This is an optimization exercise on Yosys and OpenROAD, whose aim is small area, a short achievable clock period and few clock cycles per item, not a production implementation.
Function was not checked in any run shown here: the RTL went through the layout flow alone.
Power and IR drop assume default switching activity.

--- config.mk ---
export PLATFORM = sky130hd
export DESIGN_NAME = instr_mem_ctrl
export DESIGN_NICKNAME = instr_mem_ctrl
export VERILOG_FILES = /design/flow/design.v
export SDC_FILE = /design/flow/constraint.sdc
export NUM_CORES = 4
export LEC_CHECK = 0
export CAP_MARGIN = 20
export CORE_MARGIN = 2
export CORE_UTILIZATION = 60
export CTS_CLUSTER_DIAMETER = 100
export CTS_CLUSTER_SIZE = 30
export SETUP_SLACK_MARGIN = 1.9
export SLEW_MARGIN = 20
export TNS_END_PERCENT = 100
--- constraint.sdc ---
create_clock -name core_clock -period 4.0 [get_ports {i_clk}]
set_input_delay 0.8000 -clock core_clock [delete_from_list [all_inputs] [get_ports {i_clk}]]
set_output_delay 0.8000 -clock core_clock [all_outputs]
set_load 0.01 [all_outputs]
--- design.v ---
package instr_mem_pkg;
  typedef enum logic {
    CLEAR = 1'b0,
    RUN   = 1'b1
  } state_t;
  localparam int FAULT_W        = 2;
  localparam int FAULT_MISALIGN = 0;
  localparam int FAULT_RANGE    = 1;
endpackage
module instr_mem_array #(
  parameter int XLEN  = 32,
  parameter int DEPTH = 64
) (
  input  logic             i_clk,
  input  logic [DEPTH-1:0] i_we_row,
  input  logic [XLEN-1:0]  i_wdata,
  input  logic [DEPTH-1:0] i_rsel,
  output logic [XLEN-1:0]  o_rdata
);
  logic [XLEN-1:0] r_mem [DEPTH];
  always_ff @(posedge i_clk) begin
    for (int i = 0; i < DEPTH; i++) begin
      if (i_we_row[i]) begin
        r_mem[i] <= i_wdata;
      end
    end
  end
  always_comb begin
    o_rdata = '0;
    for (int i = 0; i < DEPTH; i++) begin
      o_rdata = o_rdata | (r_mem[i] & {XLEN{i_rsel[i]}});
    end
  end
endmodule
module instr_mem_ctrl #(
  parameter int XLEN   = 32,
  parameter int DEPTH  = 64,
  parameter int ADDR_W = 32,
  localparam int IDX_W = $clog2(DEPTH)
) (
  input  logic               i_clk,
  input  logic               i_rst,
  input  logic               i_clear,
  output logic               o_busy,
  input  logic               i_req_valid,
  output logic               o_req_ready,
  input  logic [ADDR_W-1:0]  i_req_addr,
  output logic               o_rsp_valid,
  input  logic               i_rsp_ready,
  output logic [XLEN-1:0]    o_rsp_instr,
  output logic [instr_mem_pkg::FAULT_W-1:0] o_rsp_fault,
  input  logic               i_wr_en,
  input  logic [ADDR_W-1:0]  i_wr_addr,
  input  logic [XLEN-1:0]    i_wr_data
);
  localparam int RSP_W = XLEN + instr_mem_pkg::FAULT_W;
  localparam int QN    = 4;    
  logic                 r_busy;
  logic                 r_busy_port;
  logic                 r_ready;
  logic [DEPTH-1:0]     r_we_row;
  logic [XLEN-1:0]      r_wdata;
  logic                 r_sel_valid;
  logic [DEPTH-1:0]     r_rsel;
  logic [instr_mem_pkg::FAULT_W-1:0] r_sel_fault;
  logic                 r_rd_valid;
  logic [RSP_W-1:0]     r_rd;
  logic [QN-1:0]        r_q_valid;
  logic                 r_q0_valid_port;
  logic [RSP_W-1:0]     r_q [QN];
  logic                 w_req_misalign;
  logic                 w_req_range;
  logic                 w_wr_range;
  logic                 w_wr_go;
  logic                 w_clear_go;
  logic                 w_start;
  logic                 w_busy_next;
  logic                 w_req_fire;
  logic                 w_sel_valid_next;
  logic                 w_rd_valid_next;
  logic                 w_shift;
  logic [QN:0]          w_qv;           
  logic [QN-1:0]        w_q_valid_next;
  logic [2:0]           w_taken;        
  logic                 w_unused;
  logic [XLEN-1:0]      w_rdata;
  assign w_req_misalign = |i_req_addr[1:0];
  assign w_req_range    = |i_req_addr[ADDR_W-1:IDX_W+2];
  assign w_wr_range     = |i_wr_addr[ADDR_W-1:IDX_W+2];
  assign w_unused       = ^i_wr_addr[1:0];
  assign w_clear_go  = !r_busy && i_clear;
  assign w_start     = i_rst || w_clear_go;
  assign w_busy_next = w_start || (r_busy && !r_we_row[DEPTH-1]);
  assign w_wr_go     = i_wr_en && !w_wr_range && !r_busy && !i_clear && !i_rst;
  always_ff @(posedge i_clk) begin
    r_busy      <= w_busy_next;
    r_busy_port <= w_busy_next;
    for (int i = 0; i < DEPTH; i++) begin
      r_we_row[i] <= (w_wr_go && (i_wr_addr[IDX_W+1:2] == IDX_W'(i)))
                   || ((i == 0) ? w_start : (r_busy && !i_rst && r_we_row[(i + DEPTH - 1) % DEPTH]));
    end
    r_wdata <= w_busy_next ? '0 : i_wr_data;
  end
  assign w_req_fire       = i_req_valid && r_ready;
  assign w_sel_valid_next = w_req_fire && !w_start;
  assign w_rd_valid_next  = r_sel_valid && !w_start;
  always_ff @(posedge i_clk) begin
    r_sel_valid <= w_sel_valid_next;
    r_sel_fault <= {w_req_range, w_req_misalign};
    for (int i = 0; i < DEPTH; i++) begin
      r_rsel[i] <= (i_req_addr[IDX_W+1:2] == IDX_W'(i)) && !w_req_misalign && !w_req_range;
    end
    r_rd_valid <= w_rd_valid_next;
    r_rd       <= {r_sel_fault, w_rdata};
  end
  instr_mem_array #(
    .XLEN  (XLEN),
    .DEPTH (DEPTH)
  ) u_array (
    .i_clk    (i_clk),
    .i_we_row (r_we_row),
    .i_wdata  (r_wdata),
    .i_rsel   (r_rsel),
    .o_rdata  (w_rdata)
  );
  assign w_shift = !r_q_valid[0] || i_rsp_ready;
  assign w_qv    = {1'b0, r_q_valid};
  always_comb begin
    for (int k = 0; k < QN; k++) begin
      if (w_shift) begin
        w_q_valid_next[k] = w_qv[k+1] || ((k == 0 || w_qv[k]) && r_rd_valid);
      end else begin
        w_q_valid_next[k] = w_qv[k] || ((k != 0 && w_qv[(k + QN - 1) % QN]) && r_rd_valid);
      end
      if (w_start) begin
        w_q_valid_next[k] = 1'b0;
      end
    end
    w_taken = 3'(w_q_valid_next[0]) + 3'(w_q_valid_next[1]) + 3'(w_q_valid_next[2])
            + 3'(w_q_valid_next[3]) + 3'(w_rd_valid_next) + 3'(w_sel_valid_next);
  end
  always_ff @(posedge i_clk) begin
    r_q_valid       <= w_q_valid_next;
    r_q0_valid_port <= w_q_valid_next[0];
    r_ready <= !w_busy_next && (w_taken < 3'(QN));
    for (int k = 0; k < QN; k++) begin
      if (w_shift) begin
        if (k + 1 < QN && w_qv[k+1]) r_q[k] <= r_q[(k + 1) % QN];
        else                         r_q[k] <= r_rd;
      end else if (k != 0 && !w_qv[k]) begin
        r_q[k] <= r_rd;
      end
    end
  end
  assign o_busy      = r_busy_port;
  assign o_req_ready = r_ready;
  assign o_rsp_valid = r_q0_valid_port;
  assign o_rsp_fault = r_q[0][XLEN +: instr_mem_pkg::FAULT_W];
  assign o_rsp_instr = r_q[0][XLEN-1:0];
endmodule
--- run.sh ---
#!/bin/bash
# synth_recipe.tcl (not shown) runs the flow's synth.tcl, then flattens the netlist and writes it again
# the make line also repeats each setting of config.mk as NAME=value (left out here)
make -C /OpenROAD-flow-scripts/flow DESIGN_CONFIG=/design/flow/config.mk WORK_HOME=/design/flow/orfs CLKGATE_MAP_FILE= SYNTH_SCRIPT=/design/flow/synth_recipe.tcl finish
==> flow_summary.yaml, run 1 <==
worst_hold_path:
  hold_end: "r_rd[33]$_DFF_P_"
  min_path_cells: 0
  hold_path_class: "register to register"
  hp-start: "r_sel_fault[1]$_DFF_P_"
setup_path:
  r2r_start: "r_rsel[10]$_DFF_P_"
  path_class: "register to register"
  arrival_ps: 3310
  startpoint: "r_rsel[10]$_DFF_P_"
  crit_path_max_fanout: 8
  cp-end-kind: "register"
  cp_data_required_time_ps: 4620
  cp-start-kind: "register"
  reg2reg_depth: 5
  r2r_slack_ps: 1320
  reg2reg_to: "r_rd[14]$_DFF_P_"
cells_and_area:
  layout_common_cells: "2082 x edfxtp_1, 510 x a22o_1, 399 x a221oi_1, 188 x dfxtp_1, 175 x buf_4"
  postLayoutCoreUtil: 0.669
  syn2layout_area_growth_pct: 10.3
  finish.net_count: 4756
  layout_commonest_cell: "edfxtp_1"
  drive_gt1_frac: 0.154
  final_cells: 6530
floorplanning:
  die_w_um: 377
  dieArea_um2: 142000
  die_h_um: 377
  initial_core_util: 0.606
  fp.coreArea_um2: 138000
  rows: 136
  ios: 139
power_and_ir_drop:
  p_int_uw: 31200
  power_switching_uw: 7350
  p_clk_frac: 0.303
  p_sw_frac: 0.190
  p_per_area_nw_per_um2: 419
  power.share.sequential: 0.692
  p_leak_uw: 0.0322
  p_comb_frac: 0.005
  max-vdd-ir-drop_v: 0.000370
clocking:
  cts.path.max_buffers: 3
  insertion_delay_ps: 760
  numCtsBuffers: 89
  cts_sinks: 2388
  clk_pin_slew_ps: 110
  tritoncts: "done"
  cts_max_level: 3
  cts_root_buf: "clkbuf_16"
placed_design:
  numPortBuffers: 136
  dp.cells: 6256
  dp_hpwl_um: 135000
  gp_congestion: 0.874
routing:
  vias_per_cell: 7.09
  drtPass1Iterations: 5
  wl_um: 244000
  drtIter0Drc: 6482
  wl_per_cell_um: 37.4
  antenna_left: 0
  via_count: 46300
  drc: 0
logic_synthesis:
  synth_edf_count: 2082
  avgSynthCellArea_um2: 18.9
  synth_seq_area_share: 0.821
  synth_top_flop_cell: "edfxtp_1"
  ys_ff_latch: 2388
  async_flop_share: 0
  synthesis.area_um2: 83600
  synth_cell_types: 39
  synth_nets: 4522
  synthCells: 4417
  synth_warnings: 4
timing:
  fin_worst_skew_ps: 34.7
  hold_viol_final: 0
  period_share: 0.671
  setup_viol: 0
  setup_tns_ps: 0
  grt_setup_unrepaired: "yes"
  fmax_mhz: 373
  drv_slew: 0
  tightest_slew_ps: 1240
  period_minus_slack_ps: 2680
  slew_headroom: 0.170
grt:
  grt_pass1_vias: 43300
  grt_pass1_wl_um: 335000
  overflow: 0
  grt_usage: 0.342
  grt_max_degree: 66
  antenna_found_initial: 38
outcome:
  outcome: "timing/DRC/antenna clean"
run:
  cap_violations: 0
-- how the worst max path moves through the flow --
stage / end / slack (ps) / depth (start not counted)
after floorplan: r_ready$_DFF_P_ / 770 / 9
after global placement: r_ready$_DFF_P_ / 450 / 7
after detailed placement: r_ready$_DFF_P_ / 450 / 7
after CTS: r_rd[23]$_DFF_P_ / 1450 / 5
after global routing: r_rd[23]$_DFF_P_ / 1360 / 3
final: r_rd[14]$_DFF_P_ / 1320 / 5
-- flip-flops by register name (all words and copies together) (netlist names) --
name	flops
u_array.r_mem	2048
r_we_row	64
r_rd	34
r_wdata	32
r_busy	1
r_q	136
r_q_valid	4
r_rd_valid	1
r_sel_valid	1
r_rsel	64
r_ready	1
r_sel_fault	2
-- worst max-delay path: stages, from the launching register on --
cell	delay, ps
dfxtp_4	390
buf_4	190
a22o_1	220
a221oi_1	250
nand4_1	760
or4_4	740
-- stage by stage --
step	cell area [um2]	hold slack (ps)	setup slack [ps]	power, uW
finish	92100	469	1320	38600
global route	92100	439	1360	39400
CTS	91600	431	1450	38600
detailed placement	87200	417	448	27500
global placement	87100	421	453	27500
floorplan	83600	310	771	27300
-- cell usage after synthesis (all sizes together) (66+ instances only) --
library cell	instances	area (um2)
a221oi	512	4480
a22o	512	4490
buf	87	633
clkbuf	160	734
dfxtp	306	6130
edfxtp	2082	62500
mux2	69	777
nand2	120	450
nand4	132	826
nor2	75	282
nor3	66	330
o21ai	100	500
-- cell families (layout without fill, tap and decap cells) --
kind of cell | Yosys count | after routing | share of synthesized area
simple gates | 506 | 506 | 0.0315
compound gates | 1165 | 1165 | 0.116
flops | 2388 | 2388 | 0.821
buf+inv | 252 | 560 | 0.0166
mux | 103 | 103 | 0.0134
other cells | 0 | 11 | 0
fa+ha+maj | 3 | 3 | 0.000629
-- layer usage --
metal	part of all wire	vias to the layer above	global-route usage
met5	0.00093	-	0
met3	0.12	399	0.0876
met2	0.46	2711	0.521
met1	0.39	24100	0.488
li1	-	19000	-
met4	0.036	28	0.114
-- power groups by stage --
| stage | combinational (uW) | sequential, uW | clock, uW |
|---|---|---|---|
| floorplan | 36.7 | 27300 | 0 |
| global placement | 195 | 27300 | 0 |
| detailed placement | 198 | 27300 | 0 |
| CTS | 200 | 26700 | 11700 |
| global route | 216 | 26700 | 12500 |
| finish | 206 | 26700 | 11700 |
-- area by class of cell --
class                   count  area, um2
fillers                  9294      45700
well taps                1794       2240
clock buffers             162       2590
clock inverters             3       33.8
inverters                   5       25.0
diodes                     11       27.5
multi-input cells        1777      14500
repair buffers            390       3860
flip-flops and latches   2388      68900
-- timing repair --
action                     in CTS  in global routing
cloned                          3                  1
hold buffers                    0                  0
buffers inserted               84                 10
setup endpoints to repair     139                108
pin swaps                      92                 70
gates resized for setup       349                 66
==> run 2: changes to the inputs <==
--- a/design.v
+++ b/design.v
@@ -17,3 +17,4 @@
   input  logic [DEPTH-1:0] i_rsel,
-  output logic [XLEN-1:0]  o_rdata
+  output logic [XLEN-1:0]  o_rdata_lo,
+  output logic [XLEN-1:0]  o_rdata_hi
 );
@@ -28,5 +29,7 @@
   always_comb begin
-    o_rdata = '0;
-    for (int i = 0; i < DEPTH; i++) begin
-      o_rdata = o_rdata | (r_mem[i] & {XLEN{i_rsel[i]}});
+    o_rdata_lo = '0;
+    o_rdata_hi = '0;
+    for (int i = 0; i < DEPTH / 2; i++) begin
+      o_rdata_lo = o_rdata_lo | (r_mem[i] & {XLEN{i_rsel[i]}});
+      o_rdata_hi = o_rdata_hi | (r_mem[i + DEPTH / 2] & {XLEN{i_rsel[i + DEPTH / 2]}});
     end
@@ -66,3 +69,6 @@
   logic                 r_rd_valid;
-  logic [RSP_W-1:0]     r_rd;
+  logic [instr_mem_pkg::FAULT_W-1:0] r_rd_fault;
+  logic [XLEN-1:0]      r_rd_lo;
+  logic [XLEN-1:0]      r_rd_hi;
+  logic [RSP_W-1:0]     w_rd;
   logic [QN-1:0]        r_q_valid;
@@ -85,3 +91,4 @@
   logic                 w_unused;
-  logic [XLEN-1:0]      w_rdata;
+  logic [XLEN-1:0]      w_rdata_lo;
+  logic [XLEN-1:0]      w_rdata_hi;
   assign w_req_misalign = |i_req_addr[1:0];
@@ -113,3 +120,5 @@
     r_rd_valid <= w_rd_valid_next;
-    r_rd       <= {r_sel_fault, w_rdata};
+    r_rd_fault <= r_sel_fault;
+    r_rd_lo    <= w_rdata_lo;
+    r_rd_hi    <= w_rdata_hi;
   end
@@ -123,4 +132,6 @@
     .i_rsel   (r_rsel),
-    .o_rdata  (w_rdata)
+    .o_rdata_lo (w_rdata_lo),
+    .o_rdata_hi (w_rdata_hi)
   );
+  assign w_rd = {r_rd_fault, r_rd_lo | r_rd_hi};
   assign w_shift = !r_q_valid[0] || i_rsp_ready;
@@ -148,5 +159,5 @@
         if (k + 1 < QN && w_qv[k+1]) r_q[k] <= r_q[(k + 1) % QN];
-        else                         r_q[k] <= r_rd;
+        else                         r_q[k] <= w_rd;
       end else if (k != 0 && !w_qv[k]) begin
-        r_q[k] <= r_rd;
+        r_q[k] <= w_rd;
       end
==> flow_summary.yaml, run 2 <==
cells_and_area:
  finish.net_count: 4910
  regArea_um2: 69700
  largest_reg_flops: 2048
  drive_gt1_frac: 0.128
  final_cells: 6759
  layout_commonest_cell: "edfxtp_1"
  fill_cells: 9653
  antenna_cells: 0
  syn2layout_area_growth_pct: 8.57
  top_register: "u_array.r_mem"
  multiInputGateArea_um2: 13800
  layout_common_cells: "2082 x edfxtp_1, 1024 x a22oi_1, 261 x nand4_1, 172 x dfxtp_1, 167 x buf_4"
  reg_top3: "u_array.r_mem (2048), r_q (136)"
floorplanning:
  initial_core_util: 0.603
  rows: 137
  die_h_um: 378
  dieArea_um2: 143000
  ios: 139
  die_w_um: 378
  fp.coreArea_um2: 139000
logic_synthesis:
  synth_top_family_by_area: "compound AO/OA/AOI/OAI gates"
  synthesis.area_um2: 84000
  synthSimpleGateAreaFrac: 0.0451
  synth_warnings: 4
  synth.most_common_cell: "edfxtp_1"
  synth_fa_ha_area_frac: 0.000626
  synth_compound_area_frac: 0.104
  synth_seq_area_share: 0.825
  synthMuxAreaShare: 0.0129
  synth_top_area_frac: 0.745
  synth_nets: 4751
  synthTopCellsByCount: "2082 x edfxtp_1, 1024 x a22oi_1, 338 x dfxtp_1"
  ys_ff_latch: 2420
  synth_cell_types: 43
  synth.area.top_cells: "edfxtp_1 74%, a22oi_1 9.2%, dfxtp_1 8.1%"
  synth_top_flop_cell: "edfxtp_1"
  synth_area_leader_cell: "edfxtp_1"
  async_flop_share: 0
  synth_edf_count: 2082
  synthCells: 4646
  synth_xor_area_frac: 0
  avgSynthCellArea_um2: 18.1
grt:
  grt_pass1_vias: 45300
  grt_usage: 0.385
  grt_pass1_wl_um: 370000
  antenna_found_initial: 6
  grt_max_degree: 99
  overflow: 0
clocking:
  cts_sinks: 2420
  tritoncts: "done"
  insertion_delay_ps: 750
  clk_pin_slew_ps: 110
  cts.path.max_buffers: 3
  numCtsBuffers: 90
  cts_max_level: 3
  cts_root_buf: "clkbuf_16"
power_and_ir_drop:
  p_int_uw: 31500
  power.share.sequential: 0.692
  p_sw_frac: 0.193
  p_comb_frac: 0.005
  p_per_area_nw_per_um2: 428
  p_clk_frac: 0.302
  power_switching_uw: 7510
  p_leak_uw: 0.0312
  max-vdd-ir-drop_v: 0.000375
placed_design:
  gp_congestion: 0.837
  dp_hpwl_um: 150000
  numPortBuffers: 136
  dp.cells: 6571
setup_path:
  critical-path-top-delay-family: "adder cells"
  crit_slowest_cell: "fa_1"
  cp.buffers_inverters: 1
  path_class: "register to register"
  startpoint: "r_q_valid[0]$_DFF_P_"
  cp-end-kind: "register"
  cpPeakStageDelay_ps: 460
  crit_path_max_fanout: 3
  crit_chain: "nor2b_4, clkinv_2, and2_4, a211oi_2, nor3_2, fa_1, fa_2, ha_4, a311oi_2"
  cp-start-kind: "register"
  r2r_slack_ps: 1570
  arrival_ps: 3090
  cp_data_required_time_ps: 4660
  r2r_start: "r_q_valid[0]$_DFF_P_"
worst_hold_path:
  hp-start: "r_sel_fault[1]$_DFF_P_"
  hold_path_class: "register to register"
routing:
  via_count: 49400
  drc: 0
  drtPass1Iterations: 7
  wl_um: 277000
  drtIter0Drc: 9864
  vias_per_cell: 7.30
  antenna_left: 0
  wl_per_cell_um: 40.9
timing:
  drv_slew: 0
  fmax_mhz: 411
  tightest_slew_ps: 1250
  slew_headroom: 0.164
  setup_viol: 0
  fin_worst_skew_ps: 24.1
  hold_viol_final: 0
  period_minus_slack_ps: 2430
  setup_tns_ps: 0
  period_share: 0.608
  grt_setup_unrepaired: "yes"
outcome:
  outcome: "timing/DRC/antenna clean"
run:
  cap_violations: 0
==> run 2: cell types whose count changed in the layout (fill, tap and decap cells not counted), moves of 38 or more <==
cell / delta
nor3_1: -62
or4_1: +53
nand2b_1: +38
a22o_1: -498
a221oi_1: -399
nand4_1: +129
a22oi_1: +1024
a221oi_2: -109
==> run 2: power groups by stage <==
stage	Sequential [uW]	Combinational [uW]	Clock (uW)
final	27000	213	11800
after global routing	27000	222	12600
after CTS	27000	207	11800
after detailed placement	27600	207	0
after global placement	27600	206	0
after floorplan	27600	43.4	0
==> run 2: layout make-up <==
class,count,share of cell area
Sequential cell,2420,0.764
Multi-Input combinational cell,1969,0.152
Timing Repair Buffer,318,0.0294
Clock buffer,163,0.0279
Tap cell,1876,0.0257
Clock inverter,7,0.000865
Inverter,6,0.000343
==> run 2: through the flow <==
stage | util | cell area (um2) | hold WS, ps | total power, uW | setup slack [ps]
detailed placement | 0.635 | 88300 | 321 | 27800 | 545
finish | 0.655 | 91200 | 348 | 39000 | 1570
global placement | 0.634 | 88200 | 312 | 27800 | 548
floorplan | - | 84100 | 310 | 27700 | 1180
global route | 0.655 | 91200 | 351 | 39800 | 1500
CTS | 0.654 | 91000 | 338 | 39000 | 1550
==> run 2: path summary, 6_finish.rpt <==
check	end	depth (start not counted)
worst max-delay path	r_ready$_DFF_P_	9
worst min-delay path	r_rd_fault[1]$_DFF_P_	0
worst max register to register	r_ready$_DFF_P_	9
worst min register to register	r_rd_fault[1]$_DFF_P_	0
==> run 2: cell families (layout without fill, tap and decap cells) <==
logic type,after synthesis,in the layout
AO/OA/AOI/OAI,1201,1201
adder cells (fa/ha/maj),3,3
buffers and inverters,257,494
flip-flops,2420,2420
multiplexers,100,100
AND/OR/NAND/NOR,665,665
==> run 2: layer usage <==
metal  track usage  wire length (um)
met1         0.575            103000
met4         0.120             10200
met2         0.567            121000
met5             0                31
met3        0.0920             42200
==> run 2: timing repair <==
action	CTS	global route
gates resized for setup	191	14
endpoints found under the hold margin	0	0
setup endpoints to repair	179	92
hold buffers	0	0
setup buffers	10	8
pin swaps	9	2

afterwards: timing with drivers on the ports:
Ports are ideal in the flow. The routed layouts listed here were re-timed in OpenROAD.
Step 1 sets driving cells, clkbuf_16 on the clock port and buf_2 on the other inputs (assumed; they add their load-dependent delay and slew).
Step 2 adds t to the input delays and takes it off the output delays; t is the mean of the earliest and latest rising clock arrival at the registers after step 1. Input paths then give back, and output paths get back, about the clock's delay inside the block.
Three values: ideal ports, drivers, drivers and shift; two values: the first two.
| run | t, ns | setup slack, ns | hold WS [ns] |
|---|---|---|---|
| run 1 | 0.833 | 1.317 / 1.317 / 0.856 | 0.469 / 0.469 / 0.469 |
| run 2 | 0.824 | 1.567 / 1.567 / 0.867 | 0.348 / 0.348 / 0.348 |
After both steps every run listed still meets setup and hold. For run 2, which loses most, drivers alone change the setup slack by 0.000 ns; drivers and shift together by -0.700 ns.
